Background: an optimization exercise with open tools, aiming at small area, a short achievable clock period and few clock cycles per item. Do not read the settings as production practice. In this exercise RTL edits were held to simulation tests only and were not proved equivalent to the original.

Setup of nickel:
// mul_pipe_unit
module mul_pipe_unit #(
    parameter int XLEN   = 32,
    parameter int STAGES = 3,
    parameter int TAG_W  = 5
) (
    input  logic              CLK_0,
    input  logic              RST_0,
    input  logic              in_valid,
    output logic              in_ready,
    input  logic [1:0]        in_op,
    input  logic [XLEN-1:0]   in_a,
    input  logic [XLEN-1:0]   in_b,
    input  logic [TAG_W-1:0]  in_tag,
    output logic              out_valid,
    input  logic              out_ready,
    output logic [XLEN-1:0]   out_result,
    output logic [TAG_W-1:0]  out_tag
);
Settings: LEC_CHECK=0, ABC_AREA=1, CAP_MARGIN=5, CORE_MARGIN=2, CORE_UTILIZATION=40, SETUP_SLACK_MARGIN=5, SLEW_MARGIN=5, SYNTH_HIERARCHICAL=1; clock period 10.0 ns.
standard.sh (not shown) runs the stock make flow with config.mk's settings and CLKGATE_MAP_FILE= SYNTH_SCRIPT=/design/flow/synth_recipe.tcl, a recipe that flattens the netlist after the stock synthesis.
==> flow/flow/run.sh <==
#!/bin/bash
# Own layout flow: the standard ORFS flow with the standard synthesis unchanged;
# the port buffers are plain sky130_fd_sc_hd__buf_1 cells. make's full output
# goes to flow_make.log here; ORFS's per-step logs are under orfs/logs/.
set -euo pipefail
bash standard.sh "BUFFER_PORTS_ARGS=-buffer_cell sky130_fd_sc_hd__buf_1"  finish > flow_make.log 2>&1
In summary, nickel completed successfully, with a layout that passed the timing, design-rule and antenna checks.
Testbench counts of nickel, summed over its fixed seeds: cycles 3,216, items 3,200.
Inputs modified between nickel and willow:
Settings: CAP_MARGIN changed from 5 to 20; ABC_AREA removed (was 1); SLEW_MARGIN changed from 5 to 20; ABC_CLOCK_PERIOD_IN_PS newly set to 4500.
==> flow/run.sh (new file) <==
#!/bin/bash
# synth_recipe.tcl (not shown) runs the flow's synth.tcl, then flattens the netlist and writes it again
# the make line also repeats each setting of config.mk as NAME=value (left out here)
make -C /OpenROAD-flow-scripts/flow DESIGN_CONFIG=/design/flow/config.mk WORK_HOME=/design/flow/orfs CLKGATE_MAP_FILE= SYNTH_SCRIPT=/design/flow/synth_recipe.tcl finish
removed: flow/flow/run.sh
removed: flow/standard.sh
==> comparison <==
Of nickel and willow, willow shows the lower die area, with nickel above it.
willow vs. nickel: global-route usage went down by 0.33 points.
The wire length in willow sits about 2% below the value recorded for nickel.
willow vs. nickel: final period demand of the worst path has increased, maximum clock frequency has decreased.
Compared to nickel, willow has share of the synthesized netlist area taken by xor and xnor gates 1.2 points higher.
In the reports for nickel and willow, the smaller placement-stage cell area belongs to willow.
In the tables for nickel and willow, logic depth of the worst setup path including buffers reads higher with nickel.
In willow, the met1 usage in global routing came out 1.5 points below the value in nickel.
## Diff of input files: xenon against willow
Settings: ABC_CLOCK_PERIOD_IN_PS removed (was 4500); SETUP_SLACK_MARGIN removed (was 5); ABC_AREA newly set to 1.
==> flow/flow/run.sh (new file) <==
#!/bin/bash
# Own layout flow: the standard ORFS flow with the standard synthesis unchanged;
# the port buffers are plain sky130_fd_sc_hd__buf_1 cells. make's full output
# goes to flow_make.log here; ORFS's per-step logs are under orfs/logs/.
set -euo pipefail
bash standard.sh "BUFFER_PORTS_ARGS=-buffer_cell sky130_fd_sc_hd__buf_1" SETUP_SLACK_MARGIN=5.3 finish > flow_make.log 2>&1
==> flow/standard.sh (new file) <==
#!/bin/bash
# synth_recipe.tcl (not shown) runs the flow's synth.tcl, then flattens the netlist and writes it again
# the make line also repeats each setting of config.mk as NAME=value (left out here)
make -C /OpenROAD-flow-scripts/flow DESIGN_CONFIG=/design/flow/config.mk WORK_HOME=/design/flow/orfs CLKGATE_MAP_FILE= SYNTH_SCRIPT=/design/flow/synth_recipe.tcl "${@:-finish}"
removed: flow/run.sh
- Beginning of the critical path = bneg_q[7]$_DFFE_PP_: xenon; beginning of the critical path = ly_q[4]$_SDFFCE_PP0P_: willow
- First-pass GRT wire length of xenon exceeds that of willow slightly.
- Comparing xenon with willow, the post-route worst hold slack came out essentially unchanged.
- Going from willow to xenon, end-of-flow core utilization lower, HPWL after detailed placement higher, share of the synthesized netlist area taken by xor and xnor gates lower.
- NOTE: final critical-path share of the clock period in xenon falls short of that of willow
- Routed wire in xenon totals more than in willow.
- Count of clock-buffer cells in the layout ended up 1 lower on xenon than on willow.
- The most common cell after layout, fill and taps aside comes out sky130_fd_sc_hd__xnor2_1 in one run and sky130_fd_sc_hd__xor2_1 in the other, namely in willow and xenon respectively.
- Summary — total number of cells along the worst setup path, xenon relative to willow: higher, by 1.
> inputs changed (xenon -> pepper)
Settings: an added SETUP_SLACK_MARGIN of 5.
==> flow/run.sh (new file) <==
#!/bin/bash
# synth_recipe.tcl (not shown) runs the flow's synth.tcl, then flattens the netlist and writes it again
# the make line also repeats each setting of config.mk as NAME=value (left out here)
make -C /OpenROAD-flow-scripts/flow DESIGN_CONFIG=/design/flow/config.mk WORK_HOME=/design/flow/orfs CLKGATE_MAP_FILE= SYNTH_SCRIPT=/design/flow/synth_recipe.tcl finish
removed: flow/flow/run.sh
removed: flow/standard.sh
## What came out
- The flow did not stop early for pepper: all stages ran, and the layout cleared the timing, design-rule and antenna checks.
- ~same cell area after layout in pepper and xenon
- Total wire length: pepper < xenon
- Synthesis-to-finish area growth essentially unchanged between xenon and pepper.
- Sort pepper and xenon by number of cells on the critical path asc -> top: xenon
Modified inputs, onyx compared to pepper
Settings: SETUP_SLACK_MARGIN no longer set, was 5.
==> flow/flow/run.sh (new file) <==
#!/bin/bash
# Own layout flow: the standard ORFS flow (standard synthesis unchanged), with
# port buffers of a plain buffer cell and timing repair aimed below the clock period.
set -euo pipefail
bash standard.sh "BUFFER_PORTS_ARGS=-buffer_cell sky130_fd_sc_hd__buf_2" SETUP_SLACK_MARGIN=6.0 finish > flow_make.log 2>&1
==> flow/standard.sh (new file) <==
#!/bin/bash
# synth_recipe.tcl (not shown) runs the flow's synth.tcl, then flattens the netlist and writes it again
# the make line also repeats each setting of config.mk as NAME=value (left out here)
make -C /OpenROAD-flow-scripts/flow DESIGN_CONFIG=/design/flow/config.mk WORK_HOME=/design/flow/orfs CLKGATE_MAP_FILE= SYNTH_SCRIPT=/design/flow/synth_recipe.tcl "${@:-finish}"
removed: flow/run.sh
Notes after the runs:
- onyx finished all stages; the layout is clean.
- onyx vs. pepper: combined buffer and inverter count along the critical path shows an increase of 1; mean routed wirelength per cell +3.8 µm; number of antenna violations at the first check in global routing climbed 1.
- On clock-buffer cell count, pepper and onyx are neck and neck.
- onyx vs pepper: buffering overhead up in onyx
- onyx — post-route fraction of the period consumed by the critical path 2.8 points lower, pepper as reference
- The run with more setup slack is onyx; pepper has less.
Modified inputs, amber compared to onyx
Settings: ABC_CLOCK_PERIOD_IN_PS: unset -> 2500; ABC_AREA: 1 -> unset; SETUP_SLACK_MARGIN: unset -> 5.
==> flow/run.sh (new file) <==
#!/bin/bash
# synth_recipe.tcl (not shown) runs the flow's synth.tcl, then flattens the netlist and writes it again
# the make line also repeats each setting of config.mk as NAME=value (left out here)
make -C /OpenROAD-flow-scripts/flow DESIGN_CONFIG=/design/flow/config.mk WORK_HOME=/design/flow/orfs CLKGATE_MAP_FILE= SYNTH_SCRIPT=/design/flow/synth_recipe.tcl finish
removed: flow/flow/run.sh
removed: flow/standard.sh
## What came out
Number of buffer and inverter stages on the critical path ended up 1 higher on amber than on onyx.
Diff onyx -> amber | first-pass GRT wire length | down by more than 10%
Lower synthesis-to-finish area growth among amber and onyx: amber
Higher cell depth of the worst setup path was reported by onyx, not amber.
Looking at count of cells along the worst register-to-register path, amber sits 5 lower than onyx does.
amber against onyx: number of distinct library cell variants in the gate-level netlist after synthesis climbed 23; setup slack decreased 0.75 ns; routed wire length went down by 19%.
The commonest non-fill, non-tap cell in the layout comes out sky130_fd_sc_hd__xor2_1 in one run and sky130_fd_sc_hd__xnor2_1 in the other, namely in onyx and amber respectively.
Of the two values seen for category of the most critical setup path, reg -> reg was produced by onyx and reg -> out by amber.

* * *

mul_pipe_unit, a different RTL version from the one above (not shown whole).
Size in the first run: about 3300 cells after synthesis, ~180 flip-flops, roughly 110 I/O pins.
export LEC_CHECK = 0
export ABC_AREA = 1
export CAP_MARGIN = 20
export CORE_MARGIN = 2
export CORE_UTILIZATION = 40
export SLEW_MARGIN = 20
export SYNTH_HIERARCHICAL = 1
create_clock -name core_clock -period 10.0 [get_ports {CLK_0}]
==> flow/flow/run.sh <==
#!/bin/bash
# Own layout flow: the standard ORFS flow with the standard synthesis unchanged;
# the port buffers are plain sky130_fd_sc_hd__buf_2 cells and timing repair aims at the margin below.
# make's full output goes to flow_make.log here; ORFS's per-step logs are under orfs/logs/.
set -euo pipefail
bash standard.sh "BUFFER_PORTS_ARGS=-buffer_cell sky130_fd_sc_hd__buf_2" SETUP_SLACK_MARGIN=5.4 finish > flow_make.log 2>&1
Testbench counts at the start, summed over its fixed seeds: cycles 3,216, items 3,200.
==> next run, changes <==
--- a/flow/flow/run.sh
+++ b/flow/flow/run.sh
@@ -5,2 +5,2 @@
 set -euo pipefail
-bash standard.sh "BUFFER_PORTS_ARGS=-buffer_cell sky130_fd_sc_hd__buf_2" SETUP_SLACK_MARGIN=5.4 finish > flow_make.log 2>&1
+bash standard.sh "BUFFER_PORTS_ARGS=-buffer_cell sky130_fd_sc_hd__buf_2" SETUP_SLACK_MARGIN=5.3 finish > flow_make.log 2>&1
The changed run completed with no timing, DRC or antenna violations. Non-clock buffer count fell by 30. Worst setup slack loses 0.030 ns. Die area does not change. Wire length decreases by 3.3%.
==> next run, changes <==
==> flow/flow/run.sh (replaced) <==
#!/bin/bash
# Own layout flow: the standard ORFS flow with the standard synthesis unchanged;
# the port buffers are plain sky130_fd_sc_hd__buf_1 cells. make's full output
# goes to flow_make.log here; ORFS's per-step logs are under orfs/logs/.
set -euo pipefail
bash standard.sh "BUFFER_PORTS_ARGS=-buffer_cell sky130_fd_sc_hd__buf_1"  finish > flow_make.log 2>&1
Settings changed: SETUP_SLACK_MARGIN from default to 5.
What happened: Routed wire length is higher by 1.5%. Fmax is lower by 4.5%. Setup slack gets worse by 0.22 ns.

* * *

run 1:
mul_pipe_unit again, from the RTL that the note above started with.
// mul_pipe_unit
module mul_pipe_unit #(
    parameter int XLEN   = 32,
    parameter int STAGES = 3,
    parameter int TAG_W  = 5
) (
    input  logic              CLK_0,
    input  logic              RST_0,
    input  logic              in_valid,
    output logic              in_ready,
    input  logic [1:0]        in_op,
    input  logic [XLEN-1:0]   in_a,
    input  logic [XLEN-1:0]   in_b,
    input  logic [TAG_W-1:0]  in_tag,
    output logic              out_valid,
    input  logic              out_ready,
    output logic [XLEN-1:0]   out_result,
    output logic [TAG_W-1:0]  out_tag
);
clock: 10.0 ns
lec_check: 0
abc_area: 1
cap_margin: 20
core_margin: 2
core_utilization: 40
slew_margin: 20
synth_hierarchical: 1
==> flow/flow/run.sh <==
#!/bin/bash
# Own layout flow: the standard ORFS flow with the standard synthesis unchanged;
# the port buffers are plain sky130_fd_sc_hd__buf_4 cells and timing repair aims at the margin below.
# make's full output goes to flow_make.log here; ORFS's per-step logs are under orfs/logs/.
set -euo pipefail
bash standard.sh "BUFFER_PORTS_ARGS=-buffer_cell sky130_fd_sc_hd__buf_4" SETUP_SLACK_MARGIN=5.5 finish > flow_make.log 2>&1
Testbench counts of run 1, summed over its fixed seeds: cycles 3,216, items 3,200.
Input changes introduced in run 2 (baseline for comparison: run 1):
==> flow/flow/run.sh <==
#!/bin/bash
# Own layout flow: the standard ORFS flow with the standard synthesis unchanged;
# the port buffers are plain sky130_fd_sc_hd__buf_1 cells and timing repair aims at the margin below.
# make's full output goes to flow_make.log here; ORFS's per-step logs are under orfs/logs/.
set -euo pipefail
bash standard.sh "BUFFER_PORTS_ARGS=-buffer_cell sky130_fd_sc_hd__buf_1" SETUP_SLACK_MARGIN=5.4 finish > flow_make.log 2>&1
Findings:
Compound-gate portion of the synthesized area: run 1 vs run 2 identical
Total cell area at the placement stage in run 2 is 440 µm² lower than in run 1
Taking run 1 as the reference, in run 2 routability congestion estimate from global placement now smaller; final cell count dropped 27; number of global-route vias before repair went up about 1%.
Going from run 1 to run 2, worst setup slack shows a reduction of 17 ps; net total in the final layout dropped 0.70%; per-cell via count in the routed design -0.31%.
--- input diff run 2..run 3 ---
==> flow/flow/run.sh <==
#!/bin/bash
# Own layout flow: the standard ORFS flow with the standard synthesis unchanged;
# the port buffers are plain sky130_fd_sc_hd__buf_1 cells. make's full output
# goes to flow_make.log here; ORFS's per-step logs are under orfs/logs/.
set -euo pipefail
bash standard.sh "BUFFER_PORTS_ARGS=-buffer_cell sky130_fd_sc_hd__buf_1" SETUP_SLACK_MARGIN=5.2 finish > flow_make.log 2>&1
--- outcome ---
Run 2: no failed stages, no open violations at the end. Per the final summary, run 3 finished and its layout is clean on timing, DRC and antenna. Number of ordinary and repair buffers in the finished layout of run 3 falls short of that of run 2 by more than 10%. Run 2 → run 3: footprint of the multi-input gates decreased by 420 µm² relative to the old numbers; insertion delay to the later sink of the worst-skew pair closely matched the old numbers; tap cell instance count closely matched the old numbers. Compared to run 2, run 3 shows a narrower setup margin. When run 3 is measured against run 2, its worst relative slew slack turns out 1.8 points lower. Looking at final cycle utilization of the critical path, run 3 sits 1.8 points above run 2. Total routing resource utilization after global routing (higher): run 2. Compared with run 2, run 3 instantiates a smaller number of standard cells. Run 3 vs run 2 — routed length per placed instance dropped by a few percent. Sort run 3 and run 2 by met2 usage, ascending, and run 3 comes first.

* * *

mul_pipe_unit with an RTL version that a note above also has.
Size: ~110 I/O pins, roughly 30000 sq um of cells after synthesis.
==> flow/config.mk <==
export PLATFORM = sky130hd
export DESIGN_NAME = mul_pipe_unit
export DESIGN_NICKNAME = mul_pipe_unit
export VERILOG_FILES = /design/flow/design.v
export SDC_FILE = /design/flow/constraint.sdc
export NUM_CORES = 4
export LEC_CHECK = 0
export ABC_AREA = 1
export CAP_MARGIN = 20
export CORE_MARGIN = 2
export CORE_UTILIZATION = 40
export SETUP_SLACK_MARGIN = 5
export SLEW_MARGIN = 20
export SYNTH_HIERARCHICAL = 1
==> flow/constraint.sdc <==
create_clock -name core_clock -period 10.0 [get_ports {CLK_0}]
set_input_delay 2.0000 -clock core_clock [delete_from_list [all_inputs] [get_ports {CLK_0}]]
set_output_delay 2.0000 -clock core_clock [all_outputs]
set_load 0.01 [all_outputs]
==> flow/flow/run.sh <==
#!/bin/bash
# Own layout flow: the standard ORFS flow with the standard synthesis unchanged;
# only the port buffers are plain sky130_fd_sc_hd__buf_1 cells. make's full output
# goes to flow_make.log here; ORFS's per-step logs are under orfs/logs/.
set -euo pipefail
bash standard.sh "BUFFER_PORTS_ARGS=-buffer_cell sky130_fd_sc_hd__buf_1" finish > flow_make.log 2>&1
Testbench counts at the start, summed over its fixed seeds: cycles 3,216, items 3,200.
==> next run, changes <==
==> flow/flow/run.sh (replaced) <==
#!/bin/bash
# Own layout flow: the standard ORFS flow with the standard synthesis unchanged;
# the port buffers are plain sky130_fd_sc_hd__buf_1 cells. make's full output
# goes to flow_make.log here; ORFS's per-step logs are under orfs/logs/.
set -euo pipefail
bash standard.sh "BUFFER_PORTS_ARGS=-buffer_cell sky130_fd_sc_hd__buf_1"  finish > flow_make.log 2>&1
- CTS_BUF_LIST: default -> sky130_fd_sc_hd__clkbuf_4 sky130_fd_sc_hd__clkbuf_8
Outcome: The new run ran to the end with no violations; final area went down by about 0.54%; global-route usage stays flat; worst setup slack is worse by 0.035 ns; core utilization is lower by 0.23 points; count of clock-buffer cells in the layout is unchanged; synthesized area stays the same; die area stays the same; fmax decreases by about 0.7%.
==> next run, changes <==
==> flow/flow/run.sh (replaced) <==
#!/bin/bash
# Own layout flow: the standard ORFS flow (standard synthesis unchanged), with
# port buffers of a plain buffer cell and timing repair aimed below the clock period.
set -euo pipefail
bash standard.sh "BUFFER_PORTS_ARGS=-buffer_cell sky130_fd_sc_hd__buf_2" SETUP_SLACK_MARGIN=5.5 finish > flow_make.log 2>&1
- CTS_BUF_LIST: sky130_fd_sc_hd__clkbuf_4 sky130_fd_sc_hd__clkbuf_8 -> default
- SETUP_SLACK_MARGIN: 5 -> default
What happened:
- The new run completed with no timing, DRC or antenna violations
- cell count goes up by about 2%
- die area does not change
- wire length rises by about 8%
- final area rose by about 10%
- clock-buffer cell count stays the same
==> next run, changes <==
==> flow/run.sh (new file) <==
#!/bin/bash
# synth_recipe.tcl (not shown) runs the flow's synth.tcl, then flattens the netlist and writes it again
# the make line also repeats each setting of config.mk as NAME=value (left out here)
make -C /OpenROAD-flow-scripts/flow DESIGN_CONFIG=/design/flow/config.mk WORK_HOME=/design/flow/orfs CLKGATE_MAP_FILE= SYNTH_SCRIPT=/design/flow/synth_recipe.tcl finish
- ABC_AREA: 1 -> default
- ABC_CLOCK_PERIOD_IN_PS: default -> 3500
- SETUP_SLACK_MARGIN: default -> 5
removed: flow/flow/run.sh
removed: flow/standard.sh
Effect: The changed run completed without violations. Non-clock buffer count decreases by 57. First-iteration DRC count fell by 17%. Wire length drops by 8.8%. Utilization shrinks by 2.4 points. Hold slack is about the same. Final cell count shrinks by 16%. Global-route usage drops by 1.7 points. Via count came out lower by 12%.

afterwards: timing with drivers on the ports:
How much do the figures lean on ideal ports? The routed layouts below were timed once more, with nothing changed but the port constraints.
Step 1 (the two cells are an assumption about what drives the block):
set clk [get_ports {CLK_0}]
set_driving_cell -lib_cell sky130_fd_sc_hd__clkbuf_16 $clk
set_driving_cell -lib_cell sky130_fd_sc_hd__buf_2 [delete_from_list [all_inputs] $clk]
Step 2 moves the port delays by t, midway between the first and last clock arrival at a register: inputs arrive t later, outputs are due t later. That takes back most of the time a late clock gives input paths.
Three values: ideal, step 1, step 2; two values: the first two.
| run | t (ns) | slack for setup (ns) | worst data-port slew with drivers (ns) |
|---|---|---|---|
| nickel | 0.560 | 5.106 / 5.106 / 5.106 | 0.05 |
| willow | 0.547 | 4.602 / 4.538 / 5.085 | 0.05 |
| xenon | 0.575 | 5.320 / 5.295 / 5.320 | 0.07 |
| pepper | 0.572 | 5.068 / 5.068 / 5.068 | 0.05 |
| onyx | 0.564 | 5.351 / 5.351 / 5.351 | 0.05 |
| amber | 0.547 | 4.602 / 4.538 / 5.085 | 0.05 |
| the first run of note 2 | 0.572 | 5.418 / 5.393 / 5.393 | 0.04 |
| the second run of note 2 | 0.570 | 5.388 / 5.372 / 5.372 | 0.04 |
| the third run of note 2 | 0.561 | 5.168 / 5.142 / 5.142 | 0.05 |
| run 1 | 0.569 | 5.419 / 5.419 / 5.419 | 0.06 |
| run 2 | 0.559 | 5.402 / 5.402 / 5.215 | 0.05 |
| run 3 | 0.564 | 5.223 / 5.223 / 5.223 | 0.05 |
| the first run of note 4 | 0.556 | 5.143 / 5.143 / 5.143 | 0.05 |
| the second run of note 4 | 0.631 | 5.108 / 5.108 / 5.108 | 0.05 |
| the third run of note 4 | 0.571 | 5.330 / 5.330 / 5.330 | 0.05 |
| the fourth run of note 4 | 0.547 | 4.602 / 4.538 / 5.085 | 0.05 |
After both steps setup and hold are still met in every run listed. The setup slack of run 2, which loses most, moves by 0.000 ns with the drivers and by -0.187 ns with both steps.
